This design comes from an exercise in tuning for small area, a short achievable clock period and few clock cycles per item on the open sky130 flow, not from production work.
RTL that was checked went through simulation tests only; none was proved equivalent to the original.
Power is estimated from default activity; no workload was simulated.

==> flow/design.v <==
`default_nettype none
package sprw_pkg;
    typedef logic [8-1:0]             byte_t;
    typedef logic [16-1:0]             lane_t;
    typedef logic [32-1:0]             word_t;
    typedef logic [4*16-1:0] lanes_t;
    typedef enum logic [3:0] {
        LANE_PASS = 4'd0,
        LANE_ADD  = 4'd1,
        LANE_SUB  = 4'd2,
        LANE_MOVE = 4'd3,
        LANE_MAX  = 4'd4,
        LANE_MIN  = 4'd5,
        LANE_AND  = 4'd6,
        LANE_OR   = 4'd7,
        LANE_XOR  = 4'd8,
        LANE_NAND = 4'd9,
        LANE_NOR  = 4'd10,
        LANE_XNOR = 4'd11
    } lane_fn_t;
    typedef enum logic [2:0] {
        RED_NONE = 3'd0,
        RED_SUM  = 3'd1,
        RED_MAX  = 3'd2,
        RED_MIN  = 3'd3,
        RED_XOR  = 3'd4
    } red_fn_t;
endpackage
`default_nettype wire
`timescale 1ns/1ps
`default_nettype none
module sprw_top (
    input  logic        clk,
    input  logic        rstn,
    input  logic        in_valid,
    input  logic [31:0] ra,
    input  logic [31:0] rb,
    input  logic [4:0]  op1,
    input  logic [2:0]  op2,
    output logic        out_valid,
    output logic [31:0] result
);
    function automatic logic [11:0] pfx_add(input logic [11:0] x, input logic [11:0] y, input logic ci);
        logic [11:0] p, g, pp, gg;
        p  = x ^ y;
        g  = x & y;
        gg = g;
        gg[0] = g[0] | (p[0] & ci);
        pp = p;
        for (int d = 1; d < 12; d = d * 2)
            for (int i = 11; i >= d; i--) begin
                gg[i] = gg[i] | (pp[i] & gg[i-d]);
                pp[i] = pp[i] & pp[i-d];
            end
        pfx_add[0] = p[0] ^ ci;
        for (int i = 1; i < 12; i++)
            pfx_add[i] = p[i] ^ gg[i-1];
    endfunction
    function automatic logic pfx_gt(input logic [9:0] x, input logic [9:0] y);
        logic [9:0] pp, gg;
        pp = x | ~y;
        gg = x & ~y;
        for (int d = 1; d < 10; d = d * 2)
            for (int i = 9; i >= d; i--) begin
                gg[i] = gg[i] | (pp[i] & gg[i-d]);
                pp[i] = pp[i] & pp[i-d];
            end
        pfx_gt = gg[9];
    endfunction
    logic lg, f_add, f_sub, f_max, f_mn, f_move, f_arith_d, f_mm_d, f_min_d, sub_m_d, sign_d, sat_d;
    logic [3:0] t_d;
    assign lg      = op1[4] & op1[3];
    assign f_add   = ~lg & (op1[2:0] == 3'b001);
    assign f_sub   = ~lg & (op1[2:0] == 3'b010);
    assign f_max   = ~lg & (op1[2:0] == 3'b101);
    assign f_mn    = ~lg & (op1[2:0] == 3'b110);
    assign f_move  = ~lg & (op1[2:0] == 3'b011);
    assign f_arith_d = f_add | f_sub;
    assign f_mm_d  = f_max | f_mn;
    assign f_min_d = f_mn;
    assign sub_m_d = f_sub | f_mm_d;
    assign sign_d  = lg ? 1'b0 :
                     (f_arith_d | f_mm_d) ? ~op1[4] :
                     (~op2[2] & (op2 != 3'b000));
    assign sat_d   = ~lg & op1[3];
    always_comb begin
        if (lg) begin
            case (op1[2:0])
                3'b111:  t_d = 4'b1000;    
                3'b000:  t_d = 4'b1110;    
                3'b001:  t_d = 4'b0110;    
                3'b010:  t_d = 4'b0111;    
                3'b011:  t_d = 4'b0001;    
                3'b100:  t_d = 4'b1001;    
                default: t_d = 4'b1100;    
            endcase
        end else if (f_move)
            t_d = 4'b1010;                 
        else
            t_d = 4'b1100;                 
    end
    logic [31:0] pa, pb;
    logic        p_valid, f_arith, f_mm, f_min, sub_m, sign, sat;
    logic [3:0]  t;
    logic [2:0]  p_op2;
    assign p_valid = in_valid;
    assign pa      = ra;
    assign pb      = rb ^ {32{sub_m_d}};
    assign f_arith = f_arith_d;
    assign f_mm    = f_mm_d;
    assign f_min   = f_min_d;
    assign sub_m   = sub_m_d;
    assign sign    = sign_d;
    assign sat     = sat_d;
    assign t       = t_d;
    assign p_op2   = op2;
    logic [9:0] l [4];
    always_comb begin
        for (int i = 0; i < 4; i++) begin
            logic [7:0] a, b, y;
            logic [9:0] ea, eb, r;
            logic [3:0] tl;
            logic       ov, c7, clo;
            a  = pa[8*i +: 8];
            b  = pb[8*i +: 8];             
            ea = {{2{sign & a[7]}}, a};
            eb = {{2{(sign & (b[7] ^ sub_m)) ^ sub_m}}, b};
            r  = 10'(pfx_add({2'b00, ea}, {2'b00, eb}, sub_m));
            if (f_mm)
                tl = (r[9] ^ f_min) ? 4'b0101 : 4'b1100;
            else
                tl = t;
            for (int j = 0; j < 8; j++)
                y[j] = tl[{a[j], b[j]}];
            if (sign) begin
                ov  = (r[9] != r[8]) | (r[8] != r[7]);
                c7  = r[9];
                clo = ~r[9];
            end else begin
                ov  = r[9] | r[8];
                c7  = ~r[9];
                clo = ~r[9];
            end
            if (f_arith) begin
                if (sat & ov)
                    l[i] = {{2{sign & c7}}, c7, {7{clo}}};
                else
                    l[i] = r;
            end else
                l[i] = {{2{sign & y[7]}}, y};
        end
    end
    logic [9:0] q [4];
    logic       q_valid, q_sat;
    logic [2:0] q_op2;
    always_ff @(posedge clk) begin
        q_valid <= rstn & p_valid;
        q_sat   <= sat;
        q_op2   <= p_op2;
        for (int i = 0; i < 4; i++)
            q[i] <= l[i];
    end
    logic        q_rsign;
    logic [10:0] x [4];
    logic [10:0] s1, c1, s2, c2, usum;
    logic [11:0] ssum;
    logic [2:0]  ncnt;
    logic [7:0]  xr;
    logic [9:0]  k [4];
    logic        s01, s23;
    logic [9:0]  w01, w23;
    logic [31:0] m_nxt;
    assign q_rsign = ~q_op2[2];
    always_comb begin
        for (int i = 0; i < 4; i++)
            x[i] = {2'b00, q[i][8:0]};
        s1 = x[0] ^ x[1] ^ x[2];
        c1 = {(x[0][9:0] & x[1][9:0]) | (x[0][9:0] & x[2][9:0]) | (x[1][9:0] & x[2][9:0]), 1'b0};
        s2 = s1 ^ c1 ^ x[3];
        c2 = {(s1[9:0] & c1[9:0]) | (s1[9:0] & x[3][9:0]) | (c1[9:0] & x[3][9:0]), 1'b0};
    end
    assign usum = 11'(pfx_add({1'b0, s2}, {1'b0, c2}, 1'b0));
    assign ncnt = 3'(q[0][9]) + 3'(q[1][9]) + 3'(q[2][9]) + 3'(q[3][9]);
    assign ssum = {3'({1'b0, usum[10:9]} - ncnt), usum[8:0]};
    assign xr = q[0][7:0] ^ q[1][7:0] ^ q[2][7:0] ^ q[3][7:0];
    always_comb begin
        for (int i = 0; i < 4; i++)
            k[i] = {q[i][9] ^ q_rsign, q[i][8:0]};
    end
    assign s01 = pfx_gt(k[1], k[0]);
    assign s23 = pfx_gt(k[3], k[2]);
    assign w01 = s01 ? (q_op2[0] ? q[0] : q[1]) : (q_op2[0] ? q[1] : q[0]);
    assign w23 = s23 ? (q_op2[0] ? q[2] : q[3]) : (q_op2[0] ? q[3] : q[2]);
    always_comb begin
        case (q_op2)
            3'b001, 3'b101: m_nxt = {17'd0, ncnt, ssum};
            3'b010, 3'b110,
            3'b011, 3'b111: m_nxt = {12'd0, w23, w01};
            3'b100:         m_nxt = {24'd0, xr};
            default:        m_nxt = {q[3][7:0], q[2][7:0], q[1][7:0], q[0][7:0]};
        endcase
    end
    logic [31:0] m;
    logic        m_valid, m_mm, m_sum, m_sat, m_rsign, m_mn;
    always_ff @(posedge clk) begin
        m_valid <= rstn & q_valid;
        m       <= m_nxt;
        m_mm    <= q_op2[1];
        m_sum   <= q_op2[1:0] == 2'b01;
        m_sat   <= q_sat;
        m_rsign <= q_rsign;
        m_mn    <= q_op2[0];
    end
    logic [9:0]  v01, v23, wf;
    logic        sf;
    logic [31:0] red;
    logic [11:0] msum;
    logic [2:0]  mcnt;
    logic [31:0] sum_w;
    assign msum = m[11:0];
    assign mcnt = m[14:12];
    always_comb begin
        if (m_rsign) begin
            sum_w = {{20{msum[11]}}, msum};
            if (m_sat) begin
                if (~msum[11] & (|msum[10:7]))
                    sum_w = 32'd127;
                else if (msum[11] & ~(&msum[10:7]))
                    sum_w = 32'hffffff80;
            end
        end else begin
            sum_w = {13'd0, mcnt - 3'(msum[11]), {4{msum[11]}}, msum};
            if (m_sat && (mcnt != 3'd0 || msum[10:8] != 3'd0))
                sum_w = 32'd255;
        end
    end
    assign v01 = m[9:0];
    assign v23 = m[19:10];
    assign sf  = pfx_gt({v23[9] ^ m_rsign, v23[8:0]}, {v01[9] ^ m_rsign, v01[8:0]});
    assign wf  = sf ? (m_mn ? v01 : v23) : (m_mn ? v23 : v01);
    assign red = m_mm  ? {{16{m_rsign & wf[9]}}, {6{wf[9]}}, wf} :
                 m_sum ? sum_w : m;
    always_ff @(posedge clk) begin
        out_valid <= rstn & m_valid;
        result    <= red;
    end
endmodule
`default_nettype wire
clock: 6.5 ns
lec_check: 0
cap_margin: 20
core_margin: 2
core_utilization: 40
setup_slack_margin: 2.5
slew_margin: 20
standard.sh (not shown) runs the stock make flow with config.mk's settings and CLKGATE_MAP_FILE= SYNTH_SCRIPT=/design/flow/synth_recipe.tcl, a recipe that flattens the netlist after the stock synthesis.
==> flow/flow/run.sh <==
#!/bin/bash
set -euo pipefail
W=$PWD
BUF=$(cat $W/flow/port_buffer)
cat > $W/my_synth.tcl <<EOS
proc extract_fa {args} { puts "extract_fa skipped by flow/run.sh" }
proc abc {args} {
  set i [lsearch -exact \$args -script]
  if {\$i >= 0} { lset args [expr {\$i + 1}] $W/flow/abc.script }
  yosys abc {*}\$args
}
EOS
cat $W/synth_recipe.tcl >> $W/my_synth.tcl
bash $W/standard.sh SYNTH_SCRIPT=$W/my_synth.tcl "BUFFER_PORTS_ARGS=-buffer_cell $BUF" finish > $W/standard.log 2>&1
==> flow/flow/abc.script <==
strash
dc2
dch -f
map
topo
buffer -c
upsize -c
dnsize -c
==> flow/flow/port_buffer <==
sky130_fd_sc_hd__buf_1
The starting point completed without violations.
Edit:
--- a/flow/design.v
+++ b/flow/design.v
@@ -102,19 +102,21 @@
     logic [31:0] pa, pb;
     logic        p_valid, f_arith, f_mm, f_min, sub_m, sign, sat;
     logic [3:0]  t;
     logic [2:0]  p_op2;
-    assign p_valid = in_valid;
-    assign pa      = ra;
-    assign pb      = rb ^ {32{sub_m_d}};
-    assign f_arith = f_arith_d;
-    assign f_mm    = f_mm_d;
-    assign f_min   = f_min_d;
-    assign sub_m   = sub_m_d;
-    assign sign    = sign_d;
-    assign sat     = sat_d;
-    assign t       = t_d;
-    assign p_op2   = op2;
+    always_ff @(posedge clk) begin
+        p_valid <= rstn & in_valid;
+        pa      <= ra;
+        pb      <= rb ^ {32{sub_m_d}};
+        f_arith <= f_arith_d;
+        f_mm    <= f_mm_d;
+        f_min   <= f_min_d;
+        sub_m   <= sub_m_d;
+        sign    <= sign_d;
+        sat     <= sat_d;
+        t       <= t_d;
+        p_op2   <= op2;
+    end
     logic [9:0] l [4];
     always_comb begin
         for (int i = 0; i < 4; i++) begin
             logic [7:0] a, b, y;
@@ -160,11 +162,10 @@
         for (int i = 0; i < 4; i++)
             q[i] <= l[i];
     end
     logic        q_rsign;
-    logic [10:0] x [4];
-    logic [10:0] s1, c1, s2, c2, usum;
-    logic [11:0] ssum;
+    logic [11:0] x [4];
+    logic [11:0] s1, c1, s2, c2, ssum;
     logic [2:0]  ncnt;
     logic [7:0]  xr;
     logic [9:0]  k [4];
     logic        s01, s23;
@@ -172,26 +173,25 @@
     logic [31:0] m_nxt;
     assign q_rsign = ~q_op2[2];
     always_comb begin
         for (int i = 0; i < 4; i++)
-            x[i] = {2'b00, q[i][8:0]};
+            x[i] = {{2{q[i][9]}}, q[i]};
         s1 = x[0] ^ x[1] ^ x[2];
-        c1 = {(x[0][9:0] & x[1][9:0]) | (x[0][9:0] & x[2][9:0]) | (x[1][9:0] & x[2][9:0]), 1'b0};
+        c1 = {(x[0][10:0] & x[1][10:0]) | (x[0][10:0] & x[2][10:0]) | (x[1][10:0] & x[2][10:0]), 1'b0};
         s2 = s1 ^ c1 ^ x[3];
-        c2 = {(s1[9:0] & c1[9:0]) | (s1[9:0] & x[3][9:0]) | (c1[9:0] & x[3][9:0]), 1'b0};
-    end
-    assign usum = 11'(pfx_add({1'b0, s2}, {1'b0, c2}, 1'b0));
+        c2 = {(s1[10:0] & c1[10:0]) | (s1[10:0] & x[3][10:0]) | (c1[10:0] & x[3][10:0]), 1'b0};
+    end
+    assign ssum = pfx_add(s2, c2, 1'b0);
     assign ncnt = 3'(q[0][9]) + 3'(q[1][9]) + 3'(q[2][9]) + 3'(q[3][9]);
-    assign ssum = {3'({1'b0, usum[10:9]} - ncnt), usum[8:0]};
     assign xr = q[0][7:0] ^ q[1][7:0] ^ q[2][7:0] ^ q[3][7:0];
     always_comb begin
         for (int i = 0; i < 4; i++)
             k[i] = {q[i][9] ^ q_rsign, q[i][8:0]};
     end
-    assign s01 = pfx_gt(k[1], k[0]);
-    assign s23 = pfx_gt(k[3], k[2]);
-    assign w01 = s01 ? (q_op2[0] ? q[0] : q[1]) : (q_op2[0] ? q[1] : q[0]);
-    assign w23 = s23 ? (q_op2[0] ? q[2] : q[3]) : (q_op2[0] ? q[3] : q[2]);
+    assign s01 = pfx_gt(k[1], k[0]) ^ q_op2[0];
+    assign s23 = pfx_gt(k[3], k[2]) ^ q_op2[0];
+    assign w01 = s01 ? q[1] : q[0];
+    assign w23 = s23 ? q[3] : q[2];
     always_comb begin
         case (q_op2)
             3'b001, 3'b101: m_nxt = {17'd0, ncnt, ssum};
             3'b010, 3'b110,
@@ -235,10 +235,10 @@
         end
     end
     assign v01 = m[9:0];
     assign v23 = m[19:10];
-    assign sf  = pfx_gt({v23[9] ^ m_rsign, v23[8:0]}, {v01[9] ^ m_rsign, v01[8:0]});
-    assign wf  = sf ? (m_mn ? v01 : v23) : (m_mn ? v23 : v01);
+    assign sf  = pfx_gt({v23[9] ^ m_rsign, v23[8:0]}, {v01[9] ^ m_rsign, v01[8:0]}) ^ m_mn;
+    assign wf  = sf ? v23 : v01;
     assign red = m_mm  ? {{16{m_rsign & wf[9]}}, {6{wf[9]}}, wf} :
                  m_sum ? sum_w : m;
     always_ff @(posedge clk) begin
         out_valid <= rstn & m_valid;
The new run finished clean. Design area goes up slightly. Combinational power goes down by roughly a tenth. Clock skew goes up by 0.0042 ns. Die area goes up by roughly a tenth. Wire length goes up slightly. Worst setup slack gains 0.40 ns. Cell count goes up slightly. Clock-buffer cell count stays the same. Via count hardly moves. Flip-flop and latch count goes up by 78. Fmax goes up by roughly a tenth. Area after synthesis goes up by roughly a tenth.
Testbench counts after the change, summed over its fixed seeds: cycles 16,024, items 16,000.
No functional check of the RTL was part of the first run of this note.

## afterwards: timing with drivers on the ports
In the flow no input, the clock included, has a driving cell. The finished layouts below were timed again as built, in two steps.
Step 1 (the two cells are an assumption about what drives the block):
set clk [get_ports {clk}]
set_driving_cell -lib_cell sky130_fd_sc_hd__clkbuf_16 $clk
set_driving_cell -lib_cell sky130_fd_sc_hd__buf_2 [delete_from_list [all_inputs] $clk]
Step 2 also shifts input and output timing later by t, the mid clock arrival at the registers, as if the neighbouring blocks saw the same clock.
a / b / c = ideal ports / drivers / drivers and shift; a / b = the first two.
run	shift t [ns]	setup WS [ns]	hold WS [ns]	worst register clock-pin slew, ns
the first run	0.466	2.537 / 2.540 / 2.074	0.326 / 0.326 / 0.326	0.06 / 0.06
the second run	0.489	2.934 / 2.934 / 2.934	0.330 / 0.330 / 0.330	0.07 / 0.07
After both steps setup and hold are still met in every run listed. For the first run, which loses most, drivers alone change the setup slack by +0.003 ns; drivers and shift together by -0.463 ns.
